This is an optimization exercise on Yosys and OpenROAD, whose aim is small area, not a production implementation.
In this exercise RTL edits were held to simulation tests only and were not proved equivalent to the original.
Power is estimated from default activity; no workload was simulated. The flow treats the clock pin as an ideal source, which a real chip does not have.

==> flow/design.v <==
`timescale 1ns / 1ps
package bncf_pkg;
  localparam int CFG_IDX_W  = 3;
  localparam int CFG_DATA_W = 11;
  localparam logic [CFG_IDX_W-1:0] CFG_IMAGE_WIDTH     = 3'd0;
  localparam logic [CFG_IDX_W-1:0] CFG_IMAGE_HEIGHT    = 3'd1;
  localparam logic [CFG_IDX_W-1:0] CFG_WHITE_THRESHOLD = 3'd2;
  localparam logic [CFG_IDX_W-1:0] CFG_MIN_NEIGHBORS   = 3'd3;
  localparam logic [CFG_IDX_W-1:0] CFG_BORDER_MARGIN   = 3'd4;
  localparam logic [CFG_DATA_W-1:0] RST_IMAGE_WIDTH  = 11'd640;
  localparam logic [CFG_DATA_W-1:0] RST_IMAGE_HEIGHT = 11'd480;
  localparam logic [7:0]            RST_THRESHOLD    = 8'd127;
  localparam logic [3:0]            RST_MIN_NB       = 4'd4;
  localparam logic [3:0]            RST_MARGIN       = 4'd5;
  localparam logic OP_PIXEL = 1'b0;
  localparam logic OP_FLUSH = 1'b1;
  localparam int   PIX_W    = 8;
  localparam logic [PIX_W-1:0] VALUE_WHITE = 8'd255;
  localparam logic [PIX_W-1:0] VALUE_BLACK = 8'd0;
  typedef struct packed {
    logic up;
    logic down;
    logic left;
    logic right;
  } nb_mask_t;
endpackage
`timescale 1ns / 1ps
import bncf_pkg::*;
module binary_neighbor_count_filter #(
  parameter int MAX_WIDTH  = 1024,
  parameter int MAX_HEIGHT = 1024
) (
  input  logic                          clk,
  input  logic                          rst_n,
  input  logic                          cfg_valid,
  output logic                          cfg_ready,
  input  logic [bncf_pkg::CFG_IDX_W-1:0]  cfg_index,
  input  logic [bncf_pkg::CFG_DATA_W-1:0] cfg_data,
  input  logic                          in_valid,
  output logic                          in_ready,
  input  logic                          in_op,
  input  logic [bncf_pkg::PIX_W-1:0]    in_pixel,
  output logic                          out_valid,
  input  logic                          out_ready,
  output logic [bncf_pkg::PIX_W-1:0]    out_value,
  output logic                          out_last
);
  localparam int CW   = $clog2(MAX_WIDTH);    
  localparam int RDW  = $clog2(MAX_HEIGHT + 2);  
  localparam int NSEG = CW;                   
  localparam int SRL  = (1 << NSEG) - 1;      
  function automatic logic [CW-1:0] clamp_w(input logic [CFG_DATA_W-1:0] v);
    logic [CFG_DATA_W-1:0] m;
    m = v - CFG_DATA_W'(1);
    if (v == '0) clamp_w = '0;
    else if (v > CFG_DATA_W'(MAX_WIDTH)) clamp_w = CW'(MAX_WIDTH - 1);
    else clamp_w = m[CW-1:0];
  endfunction
  function automatic logic [RDW-1:0] clamp_h(input logic [CFG_DATA_W-1:0] v);
    if (v == '0) clamp_h = RDW'(1);
    else if (v > CFG_DATA_W'(MAX_HEIGHT)) clamp_h = RDW'(MAX_HEIGHT);
    else clamp_h = RDW'(v);
  endfunction
  logic [CW-1:0] wm1_r, wm1_d;    
  logic [RDW-1:0] h_r, h_d;      
  logic [7:0]    thresh_r;
  logic [3:0]    min_nb_r;
  logic [3:0]    margin_r;
  logic [3:0]     cs_r;    
  logic [CW-1:0]  cd_r;    
  logic [3:0]     rs_r;    
  logic [RDW-1:0] rd_r;    
  logic cfg_fire, restart;
  logic in_fire, in_image, early_flush, load;
  logic col0, col1, wrap, at_end, rd_neg, rd_zero;
  logic in_band, pix_bit;
  logic en_r, en_n_r;
  logic s1_bit_r, s1_emit_r, s1_last_r;
  logic s1_up_r, s1_down_r, s1_left_r, s1_right_r;
  logic ph_r;
  logic           fa_r, fb_r;
  logic [SRL-1:0] sa_r, sb_r, sa_in, sb_in;
  logic [NSEG:0]  ta, tb;
  logic lt_r, lm_r, lb_r, ct_r;
  logic top, mid, cm, cb;
  logic [3:0] nb_count;
  logic       res, push;
  logic out_valid_r, out_val_r, out_last_r;
  logic sk_valid_r, sk_val_r, sk_last_r;
  logic pop;
  assign cfg_ready = 1'b1;
  assign cfg_fire  = cfg_valid;
  assign restart   = cfg_fire && (cfg_index == CFG_IMAGE_WIDTH ||
                                  cfg_index == CFG_IMAGE_HEIGHT);
  assign wm1_d = (cfg_fire && cfg_index == CFG_IMAGE_WIDTH)  ? clamp_w(cfg_data) : wm1_r;
  assign h_d   = (cfg_fire && cfg_index == CFG_IMAGE_HEIGHT) ? clamp_h(cfg_data) : h_r;
  always_ff @(posedge clk) begin
    if (!rst_n) begin
      wm1_r    <= clamp_w(RST_IMAGE_WIDTH);
      h_r      <= clamp_h(RST_IMAGE_HEIGHT);
      thresh_r <= RST_THRESHOLD;
      min_nb_r <= RST_MIN_NB;
      margin_r <= RST_MARGIN;
    end else begin
      wm1_r <= wm1_d;
      h_r   <= h_d;
      if (cfg_fire && cfg_index == CFG_WHITE_THRESHOLD) thresh_r <= cfg_data[7:0];
      if (cfg_fire && cfg_index == CFG_MIN_NEIGHBORS)   min_nb_r <= cfg_data[3:0];
      if (cfg_fire && cfg_index == CFG_BORDER_MARGIN)   margin_r <= cfg_data[3:0];
    end
  end
  assign pop      = out_valid_r && out_ready;
  assign push     = en_r && s1_emit_r;
  assign in_ready = out_ready || (32'(out_valid_r) + 32'(sk_valid_r) + 32'(push) <= 1);
  assign in_fire  = in_valid && in_ready;
  assign col0        = cs_r == 4'd0;
  assign col1        = cs_r == 4'd1;
  assign wrap        = cd_r == '0;
  assign rd_neg      = &rd_r;        
  assign rd_zero     = rd_r == '0;   
  assign in_image    = !rd_neg && !rd_zero;
  assign early_flush = in_image && (in_op == OP_FLUSH);
  assign load        = in_fire && !early_flush;
  assign at_end      = col0 && rd_neg;
  assign in_band = (rs_r < margin_r) || ((rd_r[3:0] < margin_r) && rd_r[RDW-1:4] == '0) ||
                   (cs_r < margin_r) || ((5'(cd_r[3:0]) + 5'd1 < 5'(margin_r)) && cd_r[CW-1:4] == '0);
  assign pix_bit = in_image && !in_band && (in_pixel >= thresh_r);
  logic col_reload, row_reload, row_step;
  assign col_reload = restart || (load && (wrap || at_end));
  assign row_reload = restart || (load && at_end);
  assign row_step   = load && wrap;
  always_ff @(posedge clk) begin
    if (!rst_n) begin
      cs_r <= '0;
      cd_r <= clamp_w(RST_IMAGE_WIDTH);
    end else if (col_reload) begin
      cs_r <= '0;
      cd_r <= wm1_d;
    end else if (load) begin
      cs_r <= cs_r + 4'(cs_r != 4'd15);
      cd_r <= cd_r - CW'(1);
    end
  end
  always_ff @(posedge clk) begin
    if (!rst_n) begin
      rs_r <= '0;
      rd_r <= clamp_h(RST_IMAGE_HEIGHT);
    end else if (row_reload) begin
      rs_r <= '0;
      rd_r <= h_d;
    end else if (row_step) begin
      rs_r <= rs_r + 4'(rs_r != 4'd15);
      rd_r <= rd_r - RDW'(1);
    end
  end
  always_ff @(posedge clk) begin
    if (!rst_n) begin
      en_r   <= 1'b0;
      en_n_r <= 1'b1;
      ph_r   <= 1'b0;
    end else begin
      en_r   <= load;
      en_n_r <= !load;
      ph_r   <= !ph_r;
    end
  end
  always_ff @(posedge clk) begin
    s1_bit_r   <= pix_bit;
    s1_emit_r  <= col0 ? (rs_r >= 4'd2) : (rs_r >= 4'd1);
    s1_last_r  <= at_end;
    s1_up_r    <= col0 ? (rs_r >= 4'd3) : (rs_r >= 4'd2);
    s1_down_r  <= in_image || (col0 && rd_zero);
    s1_left_r  <= !col1 && (wm1_r != '0);
    s1_right_r <= !col0;
  end
  assign ta[0] = fa_r;
  assign tb[0] = fb_r;
  for (genvar i = 0; i < NSEG; i++) begin : g_seg
    localparam int B = (1 << i) - 1;
    localparam int L = 1 << i;
    assign sa_in[B] = ta[i];
    assign sb_in[B] = tb[i];
    if (L > 1) begin : g_shift
      assign sa_in[B+L-1:B+1] = sa_r[B+L-2:B];
      assign sb_in[B+L-1:B+1] = sb_r[B+L-2:B];
    end
    assign ta[i+1] = wm1_r[i] ? sa_r[B+L-1] : ta[i];
    assign tb[i+1] = wm1_r[i] ? sb_r[B+L-1] : tb[i];
  end
  always_ff @(posedge clk) begin
    fa_r <= ~(((s1_bit_r ^ ph_r) | en_n_r) & (fa_r | en_r));
    fb_r <= ~((ta[NSEG] | en_n_r) & (fb_r | en_r));
    sa_r <= ~((sa_in | {SRL{en_n_r}}) & (sa_r | {SRL{en_r}}));
    sb_r <= ~((sb_in | {SRL{en_n_r}}) & (sb_r | {SRL{en_r}}));
  end
  assign mid = ta[NSEG] ^ ph_r;
  assign top = tb[NSEG] ^ ph_r;
  assign cb  = fa_r ^ ph_r;
  assign cm  = fb_r ^ ph_r;
  always_ff @(posedge clk) begin
    if (en_r) begin
      lt_r <= ct_r;
      lm_r <= cm;
      lb_r <= cb;
      ct_r <= top;
    end
  end
  logic [7:0] nb;
  logic s0, k0, s1, k1, s2, k2, s3, k3, s4, k4, s5, k5;
  always_comb begin
    nb[0] = lt_r & s1_left_r & s1_up_r;
    nb[1] = lm_r & s1_left_r;
    nb[2] = lb_r & s1_left_r & s1_down_r;
    nb[3] = ct_r & s1_up_r;
    nb[4] = cb & s1_down_r;
    nb[5] = top & s1_right_r & s1_up_r;
    nb[6] = mid & s1_right_r;
    nb[7] = s1_bit_r & s1_right_r & s1_down_r;
    s0 = nb[0] ^ nb[1] ^ nb[2];  k0 = (nb[0] & nb[1]) | (nb[2] & (nb[0] | nb[1]));
    s1 = nb[3] ^ nb[4] ^ nb[5];  k1 = (nb[3] & nb[4]) | (nb[5] & (nb[3] | nb[4]));
    s2 = nb[6] ^ nb[7];          k2 = nb[6] & nb[7];
    s3 = s0 ^ s1 ^ s2;           k3 = (s0 & s1) | (s2 & (s0 | s1));
    s4 = k0 ^ k1 ^ k2;           k4 = (k0 & k1) | (k2 & (k0 | k1));
    s5 = s4 ^ k3;                k5 = s4 & k3;
    nb_count = {k4 & k5, k4 ^ k5, s5, s3};
    res = nb_count >= min_nb_r;
  end
  always_ff @(posedge clk) begin
    if (!rst_n) begin
      out_valid_r <= 1'b0;
      sk_valid_r  <= 1'b0;
    end else if (!out_valid_r || pop) begin
      out_valid_r <= sk_valid_r || push;
      sk_valid_r  <= sk_valid_r && push;
    end else if (push) begin
      sk_valid_r  <= 1'b1;
    end
  end
  always_ff @(posedge clk) begin
    if (!out_valid_r || pop) begin
      if (sk_valid_r) begin
        out_val_r  <= sk_val_r;
        out_last_r <= sk_last_r;
      end else begin
        out_val_r  <= res;
        out_last_r <= s1_last_r;
      end
    end
    if (push && (sk_valid_r || (out_valid_r && !pop))) begin
      sk_val_r  <= res;
      sk_last_r <= s1_last_r;
    end
  end
  assign out_valid = out_valid_r;
  assign out_value = out_val_r ? VALUE_WHITE : VALUE_BLACK;
  assign out_last  = out_last_r;
endmodule
==> flow/flow/run.sh <==
#!/bin/bash
# The standard layout (standard.sh) with two changes: clock tree synthesis
# without dummy loads, using clkbuf_8 in small sink clusters, and port
# buffers of the smallest buffer cell. Every step's output is kept in
# flow_make.log here and ORFS's own per-step logs under orfs/logs.
set -euo pipefail
export CTS_ARGS="-sink_clustering_enable -repair_clock_nets -dont_use_dummy_load -buf_list sky130_fd_sc_hd__clkbuf_8 -sink_clustering_size 18 -sink_clustering_max_diameter 45"
export BUFFER_PORTS_ARGS="-buffer_cell sky130_fd_sc_hd__buf_1"
bash standard.sh finish > flow_make.log 2>&1
==> flow/standard.sh <==
#!/bin/bash
# synth_recipe.tcl (not shown) runs the flow's synth.tcl, then flattens the netlist and writes it again
# the make line also repeats each setting of config.mk as NAME=value (left out here)
make -C /OpenROAD-flow-scripts/flow DESIGN_CONFIG=/design/flow/config.mk WORK_HOME=/design/flow/orfs CLKGATE_MAP_FILE= SYNTH_SCRIPT=/design/flow/synth_recipe.tcl "${@:-finish}"
==> flow/config.mk <==
export PLATFORM = sky130hd
export DESIGN_NAME = binary_neighbor_count_filter
export DESIGN_NICKNAME = binary_neighbor_count_filter
export VERILOG_FILES = /design/flow/design.v
export SDC_FILE = /design/flow/constraint.sdc
export NUM_CORES = 4
export LEC_CHECK = 0
export CAP_MARGIN = 20
export CORE_MARGIN = 2
export CORE_UTILIZATION = 70
export PLACE_DENSITY = 0.8
export SLEW_MARGIN = 20
==> flow/constraint.sdc <==
create_clock -name core_clock -period 7.0 [get_ports {clk}]
set_input_delay 1.4000 -clock core_clock [delete_from_list [all_inputs] [get_ports {clk}]]
set_output_delay 1.4000 -clock core_clock [all_outputs]
set_load 0.01 [all_outputs]
==> parameters.txt, run 1 <==
Parameter                              Value

Worst setup path
  Arrival time of data at the critical path endpoint ... 5060 ps
  Slowest cell on crit path ... sky130_fd_sc_hd__fa_1
  Highest net fanout along the worst path ... 8
  Critical path's most frequent cell ... sky130_fd_sc_hd__ha_1
  Req. time, crit path ... 7550 ps
  CP Launch Type ... flip-flop
  Crit end category ... flip-flop
  Worst stage delay on the critical path ... 530 ps
  CP Cell Sequence ... nor2b_1 -> o31a_1 -> o31ai_1 -> a21oi_1 -> xnor2_1 -> nand3_1 -> fa_1 -> fa_1 -> inv_1 -> ha_1 -> ha_1 -> ha_1 -> nor2b_1 -> o21ai_0 -> nand2b_1 -> mux2_2
  CP Class ... flip-flop to flip-flop

Floorplan
  Row count ... 108
  Die boundary height ... 298.9 µm
  Area of the core ... 86480 µm²
  Initial standard-cell utilization of the core ... 70.41%
  Top-level I/O count ... 40
  Die ar. ... 89370 µm²
  Die width ... 298.9 µm

Clocking
  Clock tree from TritonCTS ... yes
  Clock Tree Root ... sky130_fd_sc_hd__clkbuf_8
  Clock buffers created by TritonCTS ... 156
  Post-CTS sizing ... 0
  Max clock buf depth ... 3
  Clock slew seen by the registers of the worst setup and hold paths ... 100 ps
  Post-CTS setup buffer count ... 0
  Clock latency reported for the late side of the worst-skew pair ... 850 ps
  Post-CTS Hold Buffers ... 0
  Clk sink count ... 2134
  Number of H-tree branching levels ... 4

Logic synthesis
  Simple-gate area share of the yosys netlist ... 2.049%
  Post-synthesis average cell area ... 11.72 µm²
  Xor and xnor fraction of the mapped netlist area ... 0.3164%
  Share of the synthesized area in the top cell type ... 69.89%
  Post-synthesis mux area share ... 0.2753%
  EDFF count, synth ... 8
  Area contributors post-synth ... sky130_fd_sc_hd__dfxtp_1 (70%), sky130_fd_sc_hd__o22ai_1 (21%), sky130_fd_sc_hd__clkbuf_1 (2.7%)
  Warning count from the yosys run ... 1
  Adder-Cell Fraction of Synth Area ... 0.9246%
  Fraction of the mapped netlist area in compound gates ... 22.75%
  Post-synthesis cell count ... 5197
  Proportion of synthesized chip area in sequential cells ... 70.29%
  Synth unique cells ... 69
  Fraction of registers with async set/reset ... 0%
  Synthesized Nets ... 5266
  #FFs+latches synth ... 2134
  Largest family of logic cells by synthesized area ... compound AO/OA/AOI/OAI gates
  Prevailing post-synth register cell ... sky130_fd_sc_hd__dfxtp_1
  Library cell with the largest summed area after synthesis ... sky130_fd_sc_hd__dfxtp_1
  Synth Cell Area ... 60890 µm²

Place
  IO buf count ... 38
  Detail Placement HPWL ... 49920 µm
  GPL Wtd Cong ... 0.8837

STA
  Worst Clk Skew ... 89.13 ps
  Setup repair after global routing missed its margin ... no
  Worst hold margin ... 371.8 ps
  Number of failing setup endpoints in the final timing report ... 0
  Final cycle utilization of the critical path ... 64.41%
  Fmax ... 221.8 MHz
  Final Hold Vio Count ... 0
  Final critical-path required period ... 4509 ps
  Max-slew violation total from the final report ... 0
  Slew at the pin closest to its max-slew limit ... 1033 ps
  Headroom to the max-slew limit ... 31.12%
  Setup TNS ... 0 ps

Route
  Post-route DRC ... 0
  Total vias in the final route ... 37379
  Detailed-route wire length per cell ... 15.10 µm
  Detail-routed via count per cell ... 6.150
  Routed WL ... 91790 µm
  Residual antenna-violating net count after detailed routing ... 0
  Number of DRC markers in iteration 0 ... 2271
  DR pass1 iterations ... 5

Pwr
  Proportion of power drawn by flip-flops and latches ... 68.3%
  Reported leakage power ... 0.02325 µW
  Power per Cell Area ... 396.7 nW/µm²
  Peak ir drop on the vdd network ... 0.2754 mV
  Power consumption ... 25060 µW
  Power Internal ... 18980 µW
  Psw ... 6078 µW
  Combinational share of power ... 10.2%
  Sw Share ... 24.25%
  Clock group share of total power ... 21.4%

Finish
  Number of nets in the layout ... 4993
  Most used cells in the layout excluding fill and tap cells ... sky130_fd_sc_hd__dfxtp_1 (2124), sky130_fd_sc_hd__o22ai_1 (2049), sky130_fd_sc_hd__clkbuf_8 (156), sky130_fd_sc_hd__nand2_1 (58), sky130_fd_sc_hd__a21oi_1 (54)
  Share of post-route cells with drive strength above 1 ... 4.165%
  Most frequent standard cell in the layout excluding fill and tap cells ... sky130_fd_sc_hd__dfxtp_1
  Area growth syn-to-layout ... 3.746%

Run status
  Outcome ... timing/DRC/antenna clean

Global route
  Antenna violations before repair ... 1
  Aggregate global-route resource usage ... 20.08%
  Wire length of the first global-routing pass ... 158500 µm
  Number of global-route vias before repair ... 34911
  Leftover overflow at the end of global routing ... 0
  Maximum number of pins on one net before global-route repair ... 291

Flow run
  Maximum capacitance violations ... 0

Min path
  Worst min-delay path class ... flip-flop to flip-flop
==> power by group through the flow <==
stage / combinational [µW] / sequential [µW] / clock, µW
2_1_floorplan: 2260 / 16900 / 0
3_3_place_gp: 2410 / 17300 / 0
3_5_place_dp: 2580 / 17400 / 0
4_1_cts: 2590 / 17100 / 5560
5_1_grt: 2900 / 17500 / 5990
6_report: 2570 / 17100 / 5370
==> routing by layer <==
layer	global-route usage (%)	vias up	part of all wire, %
met1	28.15	17502	51
met5	0	-	0
met4	6.286	0	2.0
met2	31.93	362	44
met3	3.642	149	3.1
li1	-	19366	-
==> worst paths after layout <==
path | depth (start not counted) | slack [ps] | to | startpoint
setup / recovery | 16 | 2490 | out_val_r | wm1_r[2]
hold / removal | 1 | 370 | sb_r[38] | sb_r[37]
setup reg to reg | 16 | 2490 | out_val_r | wm1_r[2]
hold reg to reg | 1 | 370 | sb_r[38] | sb_r[37]
==> layout make-up <==
type | instances | area, µm²
antenna | 1 | 2.502
clock buffer | 156 | 2147
fill | 5894 | 23310
inverter | 38 | 142.6
multi-input combinational | 2528 | 16030
sequential | 2134 | 42810
tap | 1155 | 1445
timing repair buffer | 66 | 599.3
==> kinds of logic (layout without fill, tap and decap cells) <==
family	after synthesis	in the layout
and+or+nand+nor	238	238
xor gates and xnor gates	22	22
AOI/OAI and AO/OA	2208	2208
adders and majority gates	43	43
DFF	2134	2134
muxes	16	16
other	1	2
buffers and inverters	535	260
==> registers in the layout (all words and copies together), names as in the netlist, 4 cells and up <==
register  flops
margin_r      4
rd_r         11
cs_r          4
min_nb_r      4
cd_r         10
sb_r       1023
wm1_r        10
h_r          11
thresh_r      8
sa_r       1023
rs_r          4
==> stage by stage <==
| step | setup WS, ps | util (%) | std cells | area (µm²) |
|---|---|---|---|---|
| 6_report | 2491 | 73.05 | 6078 | 63180 |
| 4_1_cts | 2444 | 72.92 | 6073 | 63060 |
| 5_1_grt | 2214 | 73.05 | 6078 | 63180 |
| 3_5_place_dp | 2456 | 70.43 | 5917 | 60910 |
| 2_1_floorplan | 2924 | - | 5197 | 60890 |
| 3_3_place_gp | 2670 | 70.43 | 5917 | 60910 |
==> cells in the mapped netlist (3+ instances only) <==
cell / number
sky130_fd_sc_hd__dfxtp_1: 2126
sky130_fd_sc_hd__o22ai_1: 2049
sky130_fd_sc_hd__clkbuf_1: 443
sky130_fd_sc_hd__nand2_1: 58
sky130_fd_sc_hd__a21oi_1: 54
sky130_fd_sc_hd__nor2_1: 47
sky130_fd_sc_hd__buf_1: 38
sky130_fd_sc_hd__ha_1: 37
sky130_fd_sc_hd__inv_1: 37
sky130_fd_sc_hd__o21ai_0: 31
sky130_fd_sc_hd__nor3_1: 18
sky130_fd_sc_hd__nor4_1: 17
sky130_fd_sc_hd__nand2b_1: 16
sky130_fd_sc_hd__nand3_1: 15
sky130_fd_sc_hd__nor2b_1: 12
sky130_fd_sc_hd__o211ai_1: 12
sky130_fd_sc_hd__xnor2_1: 12
sky130_fd_sc_hd__and3_1: 11
sky130_fd_sc_hd__mux2i_1: 10
sky130_fd_sc_hd__nor3b_1: 10
sky130_fd_sc_hd__xor2_1: 10
sky130_fd_sc_hd__buf_4: 9
sky130_fd_sc_hd__a21o_1: 8
sky130_fd_sc_hd__edfxtp_1: 8
sky130_fd_sc_hd__o31ai_1: 7
sky130_fd_sc_hd__and2_1: 6
sky130_fd_sc_hd__mux2_2: 6
sky130_fd_sc_hd__nand4_1: 6
sky130_fd_sc_hd__or3_1: 6
sky130_fd_sc_hd__a31oi_1: 5
sky130_fd_sc_hd__buf_2: 5
sky130_fd_sc_hd__o21a_1: 5
sky130_fd_sc_hd__or2_2: 5
sky130_fd_sc_hd__a32oi_1: 4
sky130_fd_sc_hd__fa_1: 4
sky130_fd_sc_hd__o21ai_1: 3
sky130_fd_sc_hd__or4_1: 3
==> critical path, delay by kind of cell, from the launching register on <==
kind | cells | cell delay, ps
flops | 1 | 380
xor+xnor | 1 | 240
simple gates | 4 | 530
buf+inv | 1 | 50
compound gates | 4 | 1070
fa+ha+maj | 5 | 1730
mux | 1 | 260
==> run 2: changes to the inputs <==
==> flow/flow/run.sh (replaced) <==
#!/bin/bash
# The standard layout (standard.sh) with two changes: clock tree synthesis
# without dummy loads, using clkbuf_8 in small sink clusters, and port
# buffers of the smallest buffer cell. Every step's output is kept in
# flow_make.log here and ORFS's own per-step logs under orfs/logs.
set -euo pipefail
export CTS_ARGS="-sink_clustering_enable -repair_clock_nets -dont_use_dummy_load -buf_list sky130_fd_sc_hd__clkbuf_16 -sink_clustering_size 30 -sink_clustering_max_diameter 70"
export BUFFER_PORTS_ARGS="-buffer_cell sky130_fd_sc_hd__buf_1"
bash standard.sh finish > flow_make.log 2>&1
==> run 2 against run 1 <==
Net effect:
- worst hold slack improved by 27 ps
- die area unchanged
- first-iteration DRC count decreased by 0.53%
- largest power group unchanged
- sequential cell count unchanged
- combinational power about the same
- sequential power about the same
- sequential share of layout area increased by 0.051 points
- via count decreased by 0.64%
- setup slack got worse by 44 ps
- area after synthesis unchanged
- cell count decreased by 1.2%
==> parameters.txt, run 2 <==
Parameter                              Value

Pwr
  Power Internal ... 19150 µW (+0.86%)
  Clock group share of total power ... 21.7% (+0.3 points)
  Proportion of power drawn by flip-flops and latches ... 68.1% (-0.2 points)
  Psw ... 6006 µW (-1.2%)
  Sw Share ... 23.88% (-0.37 points)
  Power per Cell Area ... 398.5 nW/µm² (+0.44%)
  Reported leakage power ... 0.02316 µW (-0.37%)
  Combinational share of power ... 10.2% (about the same)
  Peak ir drop on the vdd network ... 0.2731 mV (-0.84%)

Logic synthesis
  Cell types with the highest counts after synthesis ... sky130_fd_sc_hd__dfxtp_1 (2126), sky130_fd_sc_hd__o22ai_1 (2049), sky130_fd_sc_hd__clkbuf_1 (443)
  Library cell with the highest instance count after synthesis ... sky130_fd_sc_hd__dfxtp_1
  Synthesized Nets ... 5266 (unchanged)
  Synth unique cells ... 69 (unchanged)
  EDFF count, synth ... 8 (unchanged)
  #FFs+latches synth ... 2134 (unchanged)
  Synth Cell Area ... 60890 µm² (unchanged)
  Proportion of synthesized chip area in sequential cells ... 70.29% (unchanged)
  Post-synthesis cell count ... 5197 (unchanged)
  Fraction of registers with async set/reset ... 0% (unchanged)
  Share of the synthesized area in the top cell type ... 69.89% (unchanged)
  Warning count from the yosys run ... 1 (unchanged)
  Post-synthesis average cell area ... 11.72 µm² (unchanged)
  Prevailing post-synth register cell ... sky130_fd_sc_hd__dfxtp_1
  Area contributors post-synth ... sky130_fd_sc_hd__dfxtp_1 (70%), sky130_fd_sc_hd__o22ai_1 (21%), sky130_fd_sc_hd__clkbuf_1 (2.7%)
  Library cell with the largest summed area after synthesis ... sky130_fd_sc_hd__dfxtp_1

Finish
  Filler cell count ... 5842 (-0.88%)
  Most used cells in the layout excluding fill and tap cells ... sky130_fd_sc_hd__dfxtp_1 (2124), sky130_fd_sc_hd__o22ai_1 (2049), sky130_fd_sc_hd__clkbuf_16 (84), sky130_fd_sc_hd__nand2_1 (58), sky130_fd_sc_hd__a21oi_1 (54)
  Total inserted antenna cells ... 0 (-1)
  Number of nets in the layout ... 4921 (-1.4%)
  Area growth syn-to-layout ... 3.668% (about the same)
  Non-filler instance count after layout ... 6005 (-1.2%)
  Share of post-route cells with drive strength above 1 ... 2.742% (-1.4 points)
  Most frequent standard cell in the layout excluding fill and tap cells ... sky130_fd_sc_hd__dfxtp_1
  Largest registers in the final layout ... sa_r: 1023 flops, sb_r: 1023 flops
  Final core utilization ... 72.99% (about the same)

Route
  Detailed-route wire length per cell ... 15.27 µm (+1.1%)
  Number of DRC markers in iteration 0 ... 2259 (-0.53%)
  Detail-routed via count per cell ... 6.185 (+0.57%)
  Routed WL ... 91670 µm (-0.12%)
  Total vias in the final route ... 37141 (-0.64%)
  Post-route DRC ... 0 (unchanged)
  DR pass1 iterations ... 5 (unchanged)
  Residual antenna-violating net count after detailed routing ... 0 (unchanged)

STA
  Setup repair after global routing missed its margin ... no
  Setup TNS ... 0 ps (unchanged)
  Headroom to the max-slew limit ... 29.91% (-1.2 points)
  Slew at the pin closest to its max-slew limit ... 1051 ps (+18.18 ps)
  Max-slew violation total from the final report ... 0 (unchanged)
  Final critical-path required period ... 4553 ps (+43.97 ps)
  Final Hold Vio Count ... 0 (unchanged)
  Fmax ... 219.7 MHz (-0.97%)
  Number of failing setup endpoints in the final timing report ... 0 (unchanged)
  Final cycle utilization of the critical path ... 65.04% (+0.63 points)
  Worst Clk Skew ... 51.03 ps (-38.10 ps)

Clocking
  Post-CTS sizing ... 0 (unchanged)
  Number of H-tree branching levels ... 3 (-1)
  Clock slew seen by the registers of the worst setup and hold paths ... 100 ps (about the same)
  Clock latency reported for the late side of the worst-skew pair ... 660 ps (-190 ps)
  Post-CTS setup buffer count ... 0 (unchanged)
  Max clock buf depth ... 3 (unchanged)
  Clk sink count ... 2134 (unchanged)
  Clock tree from TritonCTS ... yes
  Post-CTS Hold Buffers ... 0 (unchanged)
  Clock Tree Root ... sky130_fd_sc_hd__clkbuf_16
  Clock buffers created by TritonCTS ... 84 (-46%)

Global route
  Aggregate global-route resource usage ... 19.70% (-0.38 points)
  Leftover overflow at the end of global routing ... 0 (unchanged)
  Global routing usage on met2 ... 32.57% (+0.64 points)
  Antenna violations before repair ... 0 (-1)
  Wire length of the first global-routing pass ... 157400 µm (-0.65%)
  Number of global-route vias before repair ... 34726 (-0.53%)
  Global-route met1 utilization ... 27.95% (-0.20 points)
  Global routing usage on met3 ... 2.392% (-1.3 points)
  Layer with the highest usage after global routing ... met2
  Maximum number of pins on one net before global-route repair ... 291 (unchanged)

Place
  IO buf count ... 38 (unchanged)
  Placed cells ... 5917 (unchanged)
  Detail Placement HPWL ... 49920 µm (unchanged)
  GPL Wtd Cong ... 0.8837 (unchanged)

Worst setup path
  Crit end category ... flip-flop
  CP Class ... flip-flop to flip-flop
  Worst path bufs/invs ... 1 (unchanged)
  Req. time, crit path ... 7380 ps (-170 ps)
  Gate family responsible for the most delay along the worst path ... adder cells
  Slowest cell on crit path ... sky130_fd_sc_hd__fa_1
  Worst stage delay on the critical path ... 530 ps (about the same)
  CP Cell Sequence ... nor2b_1 -> o31a_1 -> o31ai_1 -> a21oi_1 -> xnor2_1 -> nand3_1 -> fa_1 -> fa_1 -> inv_1 -> ha_1 -> ha_1 -> ha_1 -> nor2b_1 -> o21ai_0 -> nand2b_1 -> mux2_2
  Arrival time of data at the critical path endpoint ... 4930 ps (-130 ps)
  CP Launch Type ... flip-flop
  Critical path's most frequent cell ... sky130_fd_sc_hd__ha_1
  Highest net fanout along the worst path ... 8 (unchanged)

Flow run
  Maximum capacitance violations ... 0 (unchanged)

Floorplan
  Row count ... 108 (unchanged)
  Initial standard-cell utilization of the core ... 70.41% (unchanged)
  Die width ... 298.9 µm (unchanged)
  Area of the core ... 86480 µm² (unchanged)
  Top-level I/O count ... 40 (unchanged)
  Die ar. ... 89370 µm² (unchanged)
  Die boundary height ... 298.9 µm (unchanged)

Run status
  Outcome ... timing/DRC/antenna clean

Min path
  Worst min-delay path class ... flip-flop to flip-flop
## run 2: metrics by stage
step / hold slack [ps] / worst slack (ps) / power (µW) / instance area, µm²
floorplan: 404.4 / 2924 / 19150 / 60890
global placement: 418.4 / 2670 / 19660 / 60910
detailed placement: 419.8 / 2456 / 19940 / 60910
CTS: 401.3 / 2436 / 25340 / 63010
global route: 413.8 / 2206 / 26450 / 63130
finish: 399.2 / 2447 / 25150 / 63130
## run 2: cell families (layout without fill, tap and decap cells)
| kind of cell | after synthesis | in the layout | share of synthesized area [%] |
|---|---|---|---|
| simple gates | 238 | 238 | 2.049 |
| flops | 2134 | 2134 | 70.29 |
| buf+inv | 535 | 188 | 3.388 |
| mux | 16 | 16 | 0.2753 |
| other cells | 1 | 1 | 0.006158 |
| xor+xnor | 22 | 22 | 0.3164 |
| compound gates | 2208 | 2208 | 22.75 |
| fa+ha+maj | 43 | 43 | 0.9246 |
## run 2: per-layer routing
metal  vias to the layer above  wire length (µm)
met5                         -                 0
met4                         0              1505
met3                       117              2442
met2                       306             40600
met1                     17480             47130
li1                      19238                 -
## run 2: layout make-up
cell class	instances	area [µm²]	share of cell area, %
flip-flops and latches	2134	42810	67.81
multi-input cells	2528	16030	25.39
clock buffers	84	2102	3.330
well taps	1155	1445	2.289
repair buffers	66	599.3	0.9494
inverters	38	142.6	0.2259
## run 2: final timing paths
| path | depth (start not counted) | to | from | slack [ps] |
|---|---|---|---|---|
| setup / recovery | 16 | out_val_r | wm1_r[2] | 2450 |
| setup reg to reg | 16 | out_val_r | wm1_r[2] | 2450 |
| hold / removal | 1 | sb_r[923] | sb_r[922] | 400 |
| hold reg to reg | 1 | sb_r[923] | sb_r[922] | 400 |
## run 2: worst reg2reg max path, delay by kind of cell, from the launching register on
kind,cells,cell delay (ps)
adders and majority gates,5,1750
xor gates and xnor gates,1,250
DFF,1,390
muxes,1,260
and+or+nand+nor,4,530
buffers and inverters,1,50
AOI/OAI and AO/OA,4,1090
## run 2: power by group through the flow
stage	Combinational (µW)	Sequential, µW	Clock (µW)
2_1_floorplan	2260	16900	0
3_3_place_gp	2410	17300	0
3_5_place_dp	2580	17400	0
4_1_cts	2590	17100	5620
5_1_grt	2910	17500	6020
6_report	2580	17100	5450
==> run 3: changes to the inputs <==
--- a/flow/config.mk
+++ b/flow/config.mk
@@ -5,8 +5,8 @@
 export SDC_FILE = /design/flow/constraint.sdc
 export NUM_CORES = 4
 export LEC_CHECK = 0
-export CAP_MARGIN = 20
+export CAP_MARGIN = 5
 export CORE_MARGIN = 2
 export CORE_UTILIZATION = 70
 export PLACE_DENSITY = 0.8
-export SLEW_MARGIN = 20
+export SLEW_MARGIN = 5
==> run 3 against run 2 <==
Net effect:
- first-iteration DRC count is 0.66% higher
- combinational power hardly changed
- design area is 0.18% lower
- die area stayed put
- area after synthesis stayed put
- sequential share of layout area is 0.12 points higher
- still clean
- clock skew is 3.0 ps higher
- setup slack worse by 6.2 ps
- global-route usage stayed put
- via count is 0.27% lower
- clock-buffer cell count stayed put
- total power hardly changed
==> parameters.txt, run 3 <==
Parameter                              Value

Worst setup path
  Launching point of the worst reg2reg path ... wm1_r[2]
  CP Class ... flip-flop to flip-flop
  Crit end category ... flip-flop
  Arrival time of data at the critical path endpoint ... 4940 ps (about the same)
  Req. time, crit path ... 7380 ps (about the same)
  Count of cells along the worst register-to-register path ... 16 (unchanged)
  CP Launch Type ... flip-flop
  Origin of the worst setup path ... wm1_r[2]
  Highest net fanout along the worst path ... 8 (unchanged)

Logic synthesis
  Prevailing post-synth register cell ... sky130_fd_sc_hd__dfxtp_1
  Post-synthesis cell count ... 5197 (unchanged)
  Library cell with the largest summed area after synthesis ... sky130_fd_sc_hd__dfxtp_1
  Synth unique cells ... 69 (unchanged)
  Synthesized Nets ... 5266 (unchanged)
  EDFF count, synth ... 8 (unchanged)
  Library cell with the highest instance count after synthesis ... sky130_fd_sc_hd__dfxtp_1
  Post-synthesis mux area share ... 0.2753% (unchanged)
  Largest family of logic cells by synthesized area ... compound AO/OA/AOI/OAI gates
  Simple-gate area share of the yosys netlist ... 2.049% (unchanged)
  Area contributors post-synth ... sky130_fd_sc_hd__dfxtp_1 (70%), sky130_fd_sc_hd__o22ai_1 (21%), sky130_fd_sc_hd__clkbuf_1 (2.7%)
  Fraction of the mapped netlist area in compound gates ... 22.75% (unchanged)
  Warning count from the yosys run ... 1 (unchanged)
  #FFs+latches synth ... 2134 (unchanged)
  Fraction of registers with async set/reset ... 0% (unchanged)
  Proportion of synthesized chip area in sequential cells ... 70.29% (unchanged)
  Adder-Cell Fraction of Synth Area ... 0.9246% (unchanged)
  Cell types with the highest counts after synthesis ... sky130_fd_sc_hd__dfxtp_1 (2126), sky130_fd_sc_hd__o22ai_1 (2049), sky130_fd_sc_hd__clkbuf_1 (443)
  Share of the synthesized area in the top cell type ... 69.89% (unchanged)
  Synth Cell Area ... 60890 µm² (unchanged)
  Post-synthesis average cell area ... 11.72 µm² (unchanged)
  Xor and xnor fraction of the mapped netlist area ... 0.3164% (unchanged)

Route
  DR pass1 iterations ... 5 (unchanged)
  Detail-routed via count per cell ... 6.172 (-0.21%)
  Routed WL ... 91210 µm (-0.51%)
  Post-route DRC ... 0 (unchanged)
  Number of DRC markers in iteration 0 ... 2274 (+0.66%)
  Detailed-route wire length per cell ... 15.20 µm (-0.44%)
  Total vias in the final route ... 37040 (-0.27%)
  Residual antenna-violating net count after detailed routing ... 0 (unchanged)

Pwr
  Power Internal ... 19150 µW (about the same)
  Power per Cell Area ... 399.1 nW/µm² (+0.16%)
  Power consumption ... 25150 µW (about the same)
  Combinational share of power ... 10.2% (about the same)
  Clock group share of total power ... 21.7% (about the same)
  Peak ir drop on the vdd network ... 0.2738 mV (+0.25%)
  Proportion of power drawn by flip-flops and latches ... 68.1% (about the same)
  Sw Share ... 23.87% (about the same)
  Reported leakage power ... 0.02311 µW (-0.22%)
  Psw ... 6003 µW (about the same)

Floorplan
  Initial standard-cell utilization of the core ... 70.41% (unchanged)
  Die boundary height ... 298.9 µm (unchanged)
  Row count ... 108 (unchanged)
  Top-level I/O count ... 40 (unchanged)
  Area of the core ... 86480 µm² (unchanged)
  Die width ... 298.9 µm (unchanged)
  Die ar. ... 89370 µm² (unchanged)

Place
  GPL Wtd Cong ... 0.8837 (unchanged)
  Placed cells ... 5917 (unchanged)
  Placement-stage worst setup slack ... 2456 ps (unchanged)
  IO buf count ... 38 (unchanged)
  Detail Placement HPWL ... 49920 µm (unchanged)

Min path
  Startpoint of the tightest hold check path ... sb_r[922]
  Cell count of the worst hold path ... 1 (unchanged)
  Worst min-delay path class ... flip-flop to flip-flop

STA
  Setup TNS ... 0 ps (unchanged)
  Fmax ... 219.4 MHz (-0.14%)
  Number of failing setup endpoints in the final timing report ... 0 (unchanged)
  Headroom to the max-slew limit ... 20.80% (-9.1 points)
  Final cycle utilization of the critical path ... 65.13% (+0.089 points)
  Setup ws final ... 2441 ps (-6.210 ps)
  Final Hold Vio Count ... 0 (unchanged)
  Final critical-path required period ... 4559 ps (+6.210 ps)
  Setup repair after global routing missed its margin ... no
  Max-slew violation total from the final report ... 0 (unchanged)
  Worst Clk Skew ... 54.05 ps (+3.015 ps)
  Slew at the pin closest to its max-slew limit ... 1188 ps (+136.6 ps)

Finish
  Final core utilization ... 72.86% (-0.13 points)
  Largest registers in the final layout ... sa_r: 1023 flops, sb_r: 1023 flops
  Total inserted antenna cells ... 0 (unchanged)
  Number of nets in the layout ... 4917 (-0.081%)
  Most used cells in the layout excluding fill and tap cells ... sky130_fd_sc_hd__dfxtp_1 (2124), sky130_fd_sc_hd__o22ai_1 (2049), sky130_fd_sc_hd__clkbuf_16 (84), sky130_fd_sc_hd__nand2_1 (58), sky130_fd_sc_hd__a21oi_1 (54)
  Area growth syn-to-layout ... 3.481%
  Non-filler instance count after layout ... 6001 (-0.067%)
  Share of post-route cells with drive strength above 1 ... 2.662% (-0.080 points)
  Most frequent standard cell in the layout excluding fill and tap cells ... sky130_fd_sc_hd__dfxtp_1

Clocking
  Clock tree from TritonCTS ... yes
  Post-CTS Hold Buffers ... 0 (unchanged)
  Number of H-tree branching levels ... 3 (unchanged)
  Max clock buf depth ... 3 (unchanged)
  Clock Tree Root ... sky130_fd_sc_hd__clkbuf_16
  Clock slew seen by the registers of the worst setup and hold paths ... 110 ps (about the same)
  Post-CTS sizing ... 0 (unchanged)
  Clk sink count ... 2134 (unchanged)
  Post-CTS setup buffer count ... 0 (unchanged)
  Clock buffers created by TritonCTS ... 84 (unchanged)
  Clock latency reported for the late side of the worst-skew pair ... 670 ps (about the same)

Run status
  Outcome ... timing/DRC/antenna clean

Flow run
  Maximum capacitance violations ... 0 (unchanged)

Global route
  Aggregate global-route resource usage ... 19.70% (unchanged)
  Antenna violations before repair ... 0 (unchanged)
  Leftover overflow at the end of global routing ... 0 (unchanged)
  Wire length of the first global-routing pass ... 157400 µm (unchanged)
  Number of global-route vias before repair ... 34726 (unchanged)
  Maximum number of pins on one net before global-route repair ... 291 (unchanged)
run 3: path summary, 6_finish.rpt:
path	end	slack [ps]
min	sb_r[923]	400
max reg2reg	out_val_r	2440
max	out_val_r	2440
min reg2reg	sb_r[923]	400
run 3: cells by family (layout without fill, tap and decap cells):
logic type                 count (synthesis)  count (layout)
buffers and inverters                    535             184
xor gates and xnor gates                  22              22
adders and majority gates                 43              43
other                                      1               1
and+or+nand+nor                          238             238
muxes                                     16              16
AOI/OAI and AO/OA                       2208            2208
DFF                                     2134            2134
run 3: area by class of cell:
class                      count  area (µm²)
tap                         1155        1445
clock buffer                  84        2102
sequential                  2134       42810
multi-input combinational   2528       16030
timing repair buffer          62       485.5
inverter                      38       142.6
fill                        5854       23470
run 3: critical path, cell delays in order, from the launching register on:
cell	delay (ps)
sky130_fd_sc_hd__dfxtp_1	390
sky130_fd_sc_hd__nor2b_1	180
sky130_fd_sc_hd__o31a_1	290
sky130_fd_sc_hd__o31ai_1	470
sky130_fd_sc_hd__a21oi_1	190
sky130_fd_sc_hd__xnor2_1	250
sky130_fd_sc_hd__nand3_1	150
sky130_fd_sc_hd__fa_1	480
sky130_fd_sc_hd__fa_1	530
sky130_fd_sc_hd__inv_1	50
sky130_fd_sc_hd__ha_1	170
sky130_fd_sc_hd__ha_1	290
sky130_fd_sc_hd__ha_1	270
sky130_fd_sc_hd__nor2b_1	120
sky130_fd_sc_hd__o21ai_0	140
sky130_fd_sc_hd__nand2b_1	80
sky130_fd_sc_hd__mux2_2	260
run 3: per-layer routing:
layer	wire length, µm	vias to the layer above	GRT usage (%)
li1	-	19242	-
met1	46870	17408	27.95
met2	40490	273	32.57
met3	2341	117	2.392
met4	1509	0	4.607
met5	0	-	0
run 3: per-stage QoR:
step                instance area (µm²)  hold WS, ps
global route                      63010        413.8
detailed placement                60910        419.8
global placement                  60910        418.4
floorplan                         60890        404.4
finish                            63010        396.9
CTS                               63010        401.3
run 3: power by group through the flow:
stage	logic (µW)	clock network (µW)	registers [µW]
6_report	2570	5450	17100
3_3_place_gp	2410	0	17300
2_1_floorplan	2260	0	16900
5_1_grt	2900	6020	17500
3_5_place_dp	2580	0	17400
4_1_cts	2590	5620	17100
==> run 4: changes to the inputs <==
==> flow/flow/run.sh (replaced) <==
#!/bin/bash
# The standard layout (standard.sh) with two changes: clock tree synthesis
# without dummy loads, using clkbuf_8 in small sink clusters, and port
# buffers of the smallest buffer cell. Every step's output is kept in
# flow_make.log here and ORFS's own per-step logs under orfs/logs.
set -euo pipefail
export CTS_ARGS="-sink_clustering_enable -repair_clock_nets -dont_use_dummy_load -buf_list sky130_fd_sc_hd__clkbuf_16 -sink_clustering_size 32 -sink_clustering_max_diameter 80"
export BUFFER_PORTS_ARGS="-buffer_cell sky130_fd_sc_hd__buf_1"
bash standard.sh finish > flow_make.log 2>&1
==> run 4 against run 3 <==
Net effect:
- non-clock buffer count is the same
- sequential share of layout area increased by 0.19 points
- still clean
- maximum frequency is 0.94% higher
- worst hold slack worse by 11 ps
- critical endpoint unchanged
- largest cell class unchanged
- wire length is essentially flat
- critical path depth did not move
- combinational power hardly changed
- cell count down 0.12%
- largest power group unchanged
==> parameters.txt, run 4 <==
Parameter                              Value

Logic synthesis
  Synthesized Nets ... 5266 (unchanged)
  Proportion of synthesized chip area in sequential cells ... 70.29% (unchanged)
  #FFs+latches synth ... 2134 (unchanged)
  Fraction of registers with async set/reset ... 0% (unchanged)
  Share of the synthesized area in the top cell type ... 69.89% (unchanged)
  Synth unique cells ... 69 (unchanged)
  Synth Cell Area ... 60890 µm² (unchanged)
  Post-synthesis cell count ... 5197 (unchanged)
  EDFF count, synth ... 8 (unchanged)
  Library cell with the highest instance count after synthesis ... sky130_fd_sc_hd__dfxtp_1
  Post-synthesis average cell area ... 11.72 µm² (unchanged)
  Library cell with the largest summed area after synthesis ... sky130_fd_sc_hd__dfxtp_1
  Prevailing post-synth register cell ... sky130_fd_sc_hd__dfxtp_1
  Warning count from the yosys run ... 1 (unchanged)
  Area contributors post-synth ... sky130_fd_sc_hd__dfxtp_1 (70%), sky130_fd_sc_hd__o22ai_1 (21%), sky130_fd_sc_hd__clkbuf_1 (2.7%)
  Cell types with the highest counts after synthesis ... sky130_fd_sc_hd__dfxtp_1 (2126), sky130_fd_sc_hd__o22ai_1 (2049), sky130_fd_sc_hd__clkbuf_1 (443)

Place
  IO buf count ... 38 (unchanged)
  GPL Wtd Cong ... 0.8837 (unchanged)
  Detail Placement HPWL ... 49920 µm (unchanged)

Finish
  Number of nets in the layout ... 4910 (-0.14%)
  Share of post-route cells with drive strength above 1 ... 2.521% (-0.14 points)
  Area growth syn-to-layout ... 3.193%
  Footprint of the flip-flops and latches ... 42810 µm² (unchanged)
  Filler cell count ... 5903 (+0.84%)
  Total inserted antenna cells ... 0 (unchanged)
  Most used cells in the layout excluding fill and tap cells ... sky130_fd_sc_hd__dfxtp_1 (2124), sky130_fd_sc_hd__o22ai_1 (2049), sky130_fd_sc_hd__clkbuf_16 (77), sky130_fd_sc_hd__nand2_1 (58), sky130_fd_sc_hd__a21oi_1 (54)
  Most frequent standard cell in the layout excluding fill and tap cells ... sky130_fd_sc_hd__dfxtp_1
  Area taken by multi-input logic gates ... 16030 µm² (unchanged)
  Largest registers in the final layout ... sa_r: 1023 flops, sb_r: 1023 flops

Floorplan
  Top-level I/O count ... 40 (unchanged)
  Die width ... 298.9 µm (unchanged)
  Die boundary height ... 298.9 µm (unchanged)
  Initial standard-cell utilization of the core ... 70.41% (unchanged)
  Area of the core ... 86480 µm² (unchanged)
  Row count ... 108 (unchanged)
  Die ar. ... 89370 µm² (unchanged)

Flow run
  Maximum capacitance violations ... 0 (unchanged)

Global route
  Antenna violations before repair ... 0 (unchanged)
  Number of global-route vias before repair ... 34715 (-0.032%)
  Maximum number of pins on one net before global-route repair ... 291 (unchanged)
  Wire length of the first global-routing pass ... 157500 µm (about the same)
  Aggregate global-route resource usage ... 19.73% (+0.026 points)
  Leftover overflow at the end of global routing ... 0 (unchanged)

Min path
  Startpoint of the tightest hold check path ... sb_r[37]
  Cell count of the worst hold path ... 1 (unchanged)
  Worst-case hold path end point ... sb_r[38]
  Worst min-delay path class ... flip-flop to flip-flop

Clocking
  Clock buffers created by TritonCTS ... 77 (-8.3%)
  Max clock buf depth ... 3 (unchanged)
  Clk sink count ... 2134 (unchanged)
  Clock latency reported for the late side of the worst-skew pair ... 670 ps (about the same)
  Number of H-tree branching levels ... 3 (unchanged)
  Clock tree from TritonCTS ... yes
  Post-CTS setup buffer count ... 0 (unchanged)
  Clock Tree Root ... sky130_fd_sc_hd__clkbuf_16
  Clock slew seen by the registers of the worst setup and hold paths ... 100 ps (about the same)
  Post-CTS sizing ... 0 (unchanged)
  Post-CTS Hold Buffers ... 0 (unchanged)

Worst setup path
  Highest net fanout along the worst path ... 8 (unchanged)
  Worst path bufs/invs ... 1 (unchanged)
  CP Cell Sequence ... nor2b_1 -> o31a_1 -> o31ai_1 -> a21oi_1 -> xnor2_1 -> nand3_1 -> fa_1 -> fa_1 -> inv_1 -> ha_1 -> ha_1 -> ha_1 -> nor2b_1 -> o21ai_0 -> nand2b_1 -> mux2_2
  Origin of the worst setup path ... wm1_r[2]
  Launching point of the worst reg2reg path ... wm1_r[2]
  RR Endpoint ... out_val_r
  Gate family responsible for the most delay along the worst path ... adder cells
  CP Launch Type ... flip-flop
  Slowest cell on crit path ... sky130_fd_sc_hd__fa_1
  CP Class ... flip-flop to flip-flop
  Critical path's most frequent cell ... sky130_fd_sc_hd__ha_1
  Worst setup slack for register-to-register paths ... 2480 ps (+40 ps)
  Crit end category ... flip-flop
  Arrival time of data at the critical path endpoint ... 4880 ps (-60 ps)
  Worst stage delay on the critical path ... 530 ps (about the same)
  Req. time, crit path ... 7360 ps (-20 ps)
  Count of cells along the worst register-to-register path ... 16 (unchanged)

STA
  Slew at the pin closest to its max-slew limit ... 1303 ps (+114.9 ps)
  Final Hold Vio Count ... 0 (unchanged)
  Worst Clk Skew ... 71.64 ps (+17.59 ps)
  Max-slew violation total from the final report ... 0 (unchanged)
  Setup TNS ... 0 ps (unchanged)
  Number of failing setup endpoints in the final timing report ... 0 (unchanged)
  Final cycle utilization of the critical path ... 64.52% (-0.60 points)
  Final critical-path required period ... 4517 ps (-42.31 ps)
  Worst hold margin ... 386.2 ps (-10.71 ps)
  Fmax ... 221.4 MHz (+0.94%)
  Headroom to the max-slew limit ... 13.14% (-7.7 points)
  Setup repair after global routing missed its margin ... no

Route
  Residual antenna-violating net count after detailed routing ... 0 (unchanged)
  Routed WL ... 91140 µm (about the same)
  Number of DRC markers in iteration 0 ... 2341 (+2.9%)
  Post-route DRC ... 0 (unchanged)
  DR pass1 iterations ... 5 (unchanged)
  Detailed-route wire length per cell ... 15.21 µm (about the same)
  Detail-routed via count per cell ... 6.187 (+0.24%)
  Total vias in the final route ... 37087 (+0.13%)

Pwr
  Power per Cell Area ... 397.0 nW/µm² (-0.53%)
  Power consumption ... 24950 µW (-0.81%)
  Reported leakage power ... 0.02303 µW (-0.37%)
  Peak ir drop on the vdd network ... 0.3035 mV (+11%)

Run status
  Outcome ... timing/DRC/antenna clean
[run 4: cell count changes in the layout (fill, tap and decap cells not counted)]
cell | previous run | this run
sky130_fd_sc_hd__clkbuf_16 | 84 | 77
[run 4: through the flow]
| stage | std cells | area (µm²) | util (%) | setup slack [ps] |
|---|---|---|---|---|
| floorplan | 5197 | 60890 | - | 2924 |
| global placement | 5917 | 60910 | 70.43 | 2670 |
| detailed placement | 5917 | 60910 | 70.43 | 2456 |
| CTS | 5994 | 62840 | 72.66 | 2429 |
| global route | 5994 | 62840 | 72.66 | 2198 |
| finish | 5994 | 62840 | 72.66 | 2483 |
[run 4: layout make-up]
class / instances / share of cell area [%]
timing repair buffer: 62 / 0.7726
sequential: 2134 / 68.12
clock buffer: 77 / 3.066
inverter: 38 / 0.2270
tap: 1155 / 2.300
multi-input combinational: 2528 / 25.51
[run 4: worst max path at each step]
| stage | endpoint | slack (ps) | cells past startpoint |
|---|---|---|---|
| after floorplan | out_val_r | 2920 | 17 |
| after global placement | out_val_r | 2670 | 16 |
| after detailed placement | out_val_r | 2460 | 16 |
| after CTS | out_val_r | 2430 | 16 |
| after global routing | out_val_r | 2200 | 16 |
| final | out_val_r | 2480 | 16 |
[run 4: worst register-to-register path: stages, from the launching register on]
cell and delay [ps]:
sky130_fd_sc_hd__dfxtp_1 390, sky130_fd_sc_hd__nor2b_1 180, sky130_fd_sc_hd__o31a_1 290, sky130_fd_sc_hd__o31ai_1 440, sky130_fd_sc_hd__a21oi_1 190, sky130_fd_sc_hd__xnor2_1 250, sky130_fd_sc_hd__nand3_1 150, sky130_fd_sc_hd__fa_1 470
sky130_fd_sc_hd__fa_1 530, sky130_fd_sc_hd__inv_1 50, sky130_fd_sc_hd__ha_1 170, sky130_fd_sc_hd__ha_1 290, sky130_fd_sc_hd__ha_1 270, sky130_fd_sc_hd__nor2b_1 120, sky130_fd_sc_hd__o21ai_0 140, sky130_fd_sc_hd__nand2b_1 80
sky130_fd_sc_hd__mux2_2 260
[run 4: power breakdown]
group / internal, µW / switching, µW / total (µW)
Clock: 2000 / 3250 / 5250
Sequential: 15400 / 1720 / 17100
Combinational: 1570 / 996 / 2570
[run 4: routing by layer]
layer	vias up	wire length (µm)	track usage (%)
met5	-	0	0
met4	0	1699	4.357
met3	110	2211	2.552
met2	273	40570	32.63
met1	17481	46660	27.96
li1	19223	-	-
[run 4: logic make-up (layout without fill, tap and decap cells)]
logic type / count (synthesis) / count (layout) / share of synthesized area (%)
xor gates and xnor gates: 22 / 22 / 0.3164
DFF: 2134 / 2134 / 70.29
and+or+nand+nor: 238 / 238 / 2.049
muxes: 16 / 16 / 0.2753
other: 1 / 1 / 0.006158
buffers and inverters: 535 / 177 / 3.388
adders and majority gates: 43 / 43 / 0.9246
AOI/OAI and AO/OA: 2208 / 2208 / 22.75
==> run 5: changes to the inputs <==
==> flow/flow/run.sh (replaced) <==
#!/bin/bash
# The standard layout (standard.sh) with two changes: clock tree synthesis
# without dummy loads, using clkbuf_8 in small sink clusters, and port
# buffers of the smallest buffer cell. Every step's output is kept in
# flow_make.log here and ORFS's own per-step logs under orfs/logs.
set -euo pipefail
export CTS_ARGS="-sink_clustering_enable -repair_clock_nets -dont_use_dummy_load -buf_list sky130_fd_sc_hd__clkbuf_16 -sink_clustering_size 34 -sink_clustering_max_diameter 90"
export BUFFER_PORTS_ARGS="-buffer_cell sky130_fd_sc_hd__buf_1"
bash standard.sh finish > flow_make.log 2>&1
--- a/flow/config.mk
+++ b/flow/config.mk
@@ -5,8 +5,8 @@
 export SDC_FILE = /design/flow/constraint.sdc
 export NUM_CORES = 4
 export LEC_CHECK = 0
-export CAP_MARGIN = 5
+export CAP_MARGIN = 20
 export CORE_MARGIN = 2
 export CORE_UTILIZATION = 70
 export PLACE_DENSITY = 0.8
-export SLEW_MARGIN = 5
+export SLEW_MARGIN = 20
==> run 5 against run 4 <==
Net effect:
- clock power is 2% lower
- combinational power hardly changed
- sequential power hardly changed
- clock-buffer cell count is 4 lower
- worst hold slack worse by 15 ps
- global-route usage hardly changed
- utilization hardly changed
- clock skew is 1.5 ps higher
- critical path depth stayed put
- sequential share of layout area hardly changed
- setup slack worse by 47 ps
- design area hardly changed
==> parameters.txt, run 5 <==
Parameter                              Value

Run status
  Outcome ... timing/DRC/antenna clean

Floorplan
  Top-level I/O count ... 40 (unchanged)
  Die width ... 298.9 µm (unchanged)
  Die boundary height ... 298.9 µm (unchanged)
  Area of the core ... 86480 µm² (unchanged)
  Row count ... 108 (unchanged)
  Initial standard-cell utilization of the core ... 70.41% (unchanged)
  Die ar. ... 89370 µm² (unchanged)

Logic synthesis
  Synthesized Nets ... 5266 (unchanged)
  Proportion of synthesized chip area in sequential cells ... 70.29% (unchanged)
  Library cell with the highest instance count after synthesis ... sky130_fd_sc_hd__dfxtp_1
  Synth Cell Area ... 60890 µm² (unchanged)
  Post-synthesis mux area share ... 0.2753% (unchanged)
  EDFF count, synth ... 8 (unchanged)
  Share of the synthesized area in the top cell type ... 69.89% (unchanged)
  Xor and xnor fraction of the mapped netlist area ... 0.3164% (unchanged)
  #FFs+latches synth ... 2134 (unchanged)
  Library cell with the largest summed area after synthesis ... sky130_fd_sc_hd__dfxtp_1
  Area contributors post-synth ... sky130_fd_sc_hd__dfxtp_1 (70%), sky130_fd_sc_hd__o22ai_1 (21%), sky130_fd_sc_hd__clkbuf_1 (2.7%)
  Fraction of registers with async set/reset ... 0% (unchanged)
  Post-synthesis average cell area ... 11.72 µm² (unchanged)
  Simple-gate area share of the yosys netlist ... 2.049% (unchanged)
  Prevailing post-synth register cell ... sky130_fd_sc_hd__dfxtp_1
  Post-synthesis cell count ... 5197 (unchanged)
  Warning count from the yosys run ... 1 (unchanged)
  Adder-Cell Fraction of Synth Area ... 0.9246% (unchanged)
  Fraction of the mapped netlist area in compound gates ... 22.75% (unchanged)
  Synth unique cells ... 69 (unchanged)
  Largest family of logic cells by synthesized area ... compound AO/OA/AOI/OAI gates
  Cell types with the highest counts after synthesis ... sky130_fd_sc_hd__dfxtp_1 (2126), sky130_fd_sc_hd__o22ai_1 (2049), sky130_fd_sc_hd__clkbuf_1 (443)

Clocking
  Clock tree from TritonCTS ... yes
  Clock Tree Root ... sky130_fd_sc_hd__clkbuf_16
  Number of H-tree branching levels ... 3 (unchanged)
  Clock latency reported for the late side of the worst-skew pair ... 660 ps (about the same)
  Post-CTS setup buffer count ... 0 (unchanged)
  Clk sink count ... 2134 (unchanged)
  Post-CTS Hold Buffers ... 0 (unchanged)
  Clock slew seen by the registers of the worst setup and hold paths ... 120 ps (+20 ps)
  Max clock buf depth ... 3 (unchanged)
  Clock buffers created by TritonCTS ... 73 (-5.2%)
  Post-CTS sizing ... 0 (unchanged)

STA
  Worst Clk Skew ... 73.10 ps (+1.459 ps)
  Max-slew violation total from the final report ... 0 (unchanged)
  Number of failing setup endpoints in the final timing report ... 0 (unchanged)
  Final critical-path required period ... 4563 ps (+46.86 ps)
  Headroom to the max-slew limit ... 29.90% (+17 points)
  Fmax ... 219.1 MHz (-1.0%)
  Final cycle utilization of the critical path ... 65.19% (+0.67 points)
  Setup repair after global routing missed its margin ... no
  Final Hold Vio Count ... 0 (unchanged)
  Setup TNS ... 0 ps (unchanged)
  Slew at the pin closest to its max-slew limit ... 1052 ps (-251.4 ps)

Finish
  Total inserted antenna cells ... 0 (unchanged)
  Share of post-route cells with drive strength above 1 ... 2.501% (-0.020 points)
  Area growth syn-to-layout ... 3.177% (about the same)
  Number of nets in the layout ... 4909 (-0.020%)
  Most used cells in the layout excluding fill and tap cells ... sky130_fd_sc_hd__dfxtp_1 (2124), sky130_fd_sc_hd__o22ai_1 (2049), sky130_fd_sc_hd__clkbuf_16 (73), sky130_fd_sc_hd__nand2_1 (58), sky130_fd_sc_hd__a21oi_1 (54)
  Non-filler instance count after layout ... 5993 (-0.017%)
  Largest registers in the final layout ... sa_r: 1023 flops, sb_r: 1023 flops
  Most frequent standard cell in the layout excluding fill and tap cells ... sky130_fd_sc_hd__dfxtp_1
  Layout Cell Area excl Fill ... 62830 µm² (about the same)

Global route
  Leftover overflow at the end of global routing ... 0 (unchanged)
  Wire length of the first global-routing pass ... 157300 µm (-0.14%)
  Number of global-route vias before repair ... 34653 (-0.18%)
  Antenna violations before repair ... 0 (unchanged)
  Maximum number of pins on one net before global-route repair ... 291 (unchanged)
  Aggregate global-route resource usage ... 19.69% (-0.042 points)

Pwr
  Power per Cell Area ... 395.4 nW/µm² (-0.41%)
  Proportion of power drawn by flip-flops and latches ... 68.9% (+0.2 points)
  Power Internal ... 18880 µW (-0.50%)
  Peak ir drop on the vdd network ... 0.3167 mV (+4.3%)
  Psw ... 5960 µW (-0.17%)
  Reported leakage power ... 0.02302 µW (about the same)
  Combinational share of power ... 10.4% (about the same)
  Clock group share of total power ... 20.7% (-0.3 points)
  Sw Share ... 23.99% (+0.060 points)

Worst setup path
  Count of cells along the worst register-to-register path ... 16 (unchanged)
  Highest net fanout along the worst path ... 8 (unchanged)
  Arrival time of data at the critical path endpoint ... 4930 ps (+50 ps)
  Worst setup slack for register-to-register paths ... 2440 ps (-50 ps)
  Req. time, crit path ... 7370 ps (about the same)
  Critical path's most frequent cell ... sky130_fd_sc_hd__ha_1
  Worst stage delay on the critical path ... 540 ps (about the same)
  Slowest cell on crit path ... sky130_fd_sc_hd__fa_1
  CP Cell Sequence ... nor2b_1 -> o31a_1 -> o31ai_1 -> a21oi_1 -> xnor2_1 -> nand3_1 -> fa_1 -> fa_1 -> inv_1 -> ha_1 -> ha_1 -> ha_1 -> nor2b_1 -> o21ai_0 -> nand2b_1 -> mux2_2
  CP Launch Type ... flip-flop
  RR Endpoint ... out_val_r
  Crit end category ... flip-flop
  CP Class ... flip-flop to flip-flop
  Launching point of the worst reg2reg path ... wm1_r[2]

Place
  Detail Placement HPWL ... 49920 µm (unchanged)
  GPL Wtd Cong ... 0.8837 (unchanged)
  Standard cell area after detailed placement ... 60910 µm² (unchanged)
  Placed cells ... 5917 (unchanged)
  IO buf count ... 38 (unchanged)

Min path
  Startpoint of the tightest hold check path ... sb_r[37]
  Worst min-delay path class ... flip-flop to flip-flop
  Cell count of the worst hold path ... 1 (unchanged)
  Worst-case hold path end point ... sb_r[38]

Route
  Detail-routed via count per cell ... 6.194 (+0.11%)
  DR pass1 iterations ... 5 (unchanged)
  Detailed-route wire length per cell ... 15.23 µm (+0.16%)
  Number of DRC markers in iteration 0 ... 2458 (+5.0%)
  Routed WL ... 91270 µm (+0.15%)
  Total vias in the final route ... 37123 (+0.097%)
  Post-route DRC ... 0 (unchanged)
  Residual antenna-violating net count after detailed routing ... 0 (unchanged)

Flow run
  Maximum capacitance violations ... 0 (unchanged)
run 5: final cells by class:
type,instances,area [µm²]
fillers,5896,23650
flip-flops and latches,2134,42810
inverters,38,142.6
well taps,1155,1445
repair buffers,65,575.6
multi-input cells,2528,16030
clock buffers,73,1827
run 5: how the worst max path moves through the flow:
stage,from,endpoint,slack [ps],depth (start not counted)
floorplan,wm1_r[1],out_val_r,2920,17
global placement,wm1_r[2],out_val_r,2670,16
detailed placement,wm1_r[2],out_val_r,2460,16
CTS,wm1_r[2],out_val_r,2410,16
global route,wm1_r[2],out_val_r,2170,16
finish,wm1_r[2],out_val_r,2440,16
run 5: kinds of logic after synthesis:
kind of cell / after synthesis
AOI/OAI and AO/OA: 2208
xor gates and xnor gates: 22
adders and majority gates: 43
buffers and inverters: 535
DFF: 2134
muxes: 16
other: 1
and+or+nand+nor: 238
run 5: layer usage:
| layer | global-route usage, % | part of all wire [%] | up-vias |
|---|---|---|---|
| met5 | 0 | 0 | - |
| li1 | - | - | 19238 |
| met2 | 32.52 | 44 | 282 |
| met3 | 2.166 | 2.3 | 116 |
| met4 | 4.940 | 2.0 | 0 |
| met1 | 27.96 | 51 | 17487 |
run 5: power groups by stage:
stage / clock network (µW) / logic (µW) / registers (µW)
final: 5140 / 2570 / 17100
after global routing: 5680 / 2910 / 17500
after CTS: 5300 / 2590 / 17100
after detailed placement: 0 / 2580 / 17400
after global placement: 0 / 2410 / 17300
after floorplan: 0 / 2260 / 16900
run 5: worst max-delay path: cells and delay by family, from the launching register on:
family / cells / cell delay (ps)
AOI/OAI and AO/OA: 4 / 1070
adders and majority gates: 5 / 1740
DFF: 1 / 400
xor gates and xnor gates: 1 / 250
and+or+nand+nor: 4 / 520
buffers and inverters: 1 / 50
muxes: 1 / 260
run 5: metrics by stage:
step	setup WS, ps	utilization [%]	hold slack [ps]	total power (µW)
final	2437	72.65	371.4	24840
after global routing	2172	72.65	384.7	26120
after CTS	2406	72.54	374.3	25020
after detailed placement	2456	70.43	419.8	19940
after global placement	2670	70.43	418.4	19660
after floorplan	2924	-	404.4	19150

afterwards: timing with drivers on the ports:
The flow's constraints put no driver on any port. The routed layouts listed below were extracted and timed again, unchanged, in two steps. Step 1 (the two cells are an assumption about what drives the block):
set clk [get_ports {clk}]
set_driving_cell -lib_cell sky130_fd_sc_hd__clkbuf_16 $clk
set_driving_cell -lib_cell sky130_fd_sc_hd__buf_2 [delete_from_list [all_inputs] $clk]
Step 2 also shifts input and output timing later by t, the mid clock arrival at the registers, as if the neighbouring blocks saw the same clock. Three values: ideal, step 1, step 2; two values: the first two.
| run | t (ns) | setup WS [ns] | worst setup path after step 2 | clock arrival spread, ns | pins driven straight from the clock port |
|---|---|---|---|---|---|
| run 1 | 0.867 | 2.491 / 2.491 / 2.491 | register to register | 0.095 / 0.095 | 1 |
| run 2 | 0.693 | 2.447 / 2.447 / 2.447 | register to register | 0.072 / 0.073 | 1 |
| run 3 | 0.693 | 2.441 / 2.441 / 2.441 | register to register | 0.074 / 0.074 | 1 |
| run 4 | 0.700 | 2.483 / 2.483 / 2.483 | register to register | 0.075 / 0.074 | 1 |
| run 5 | 0.685 | 2.437 / 2.437 / 2.437 | register to register | 0.077 / 0.077 | 1 |
After both steps setup and hold are still met in every run listed.
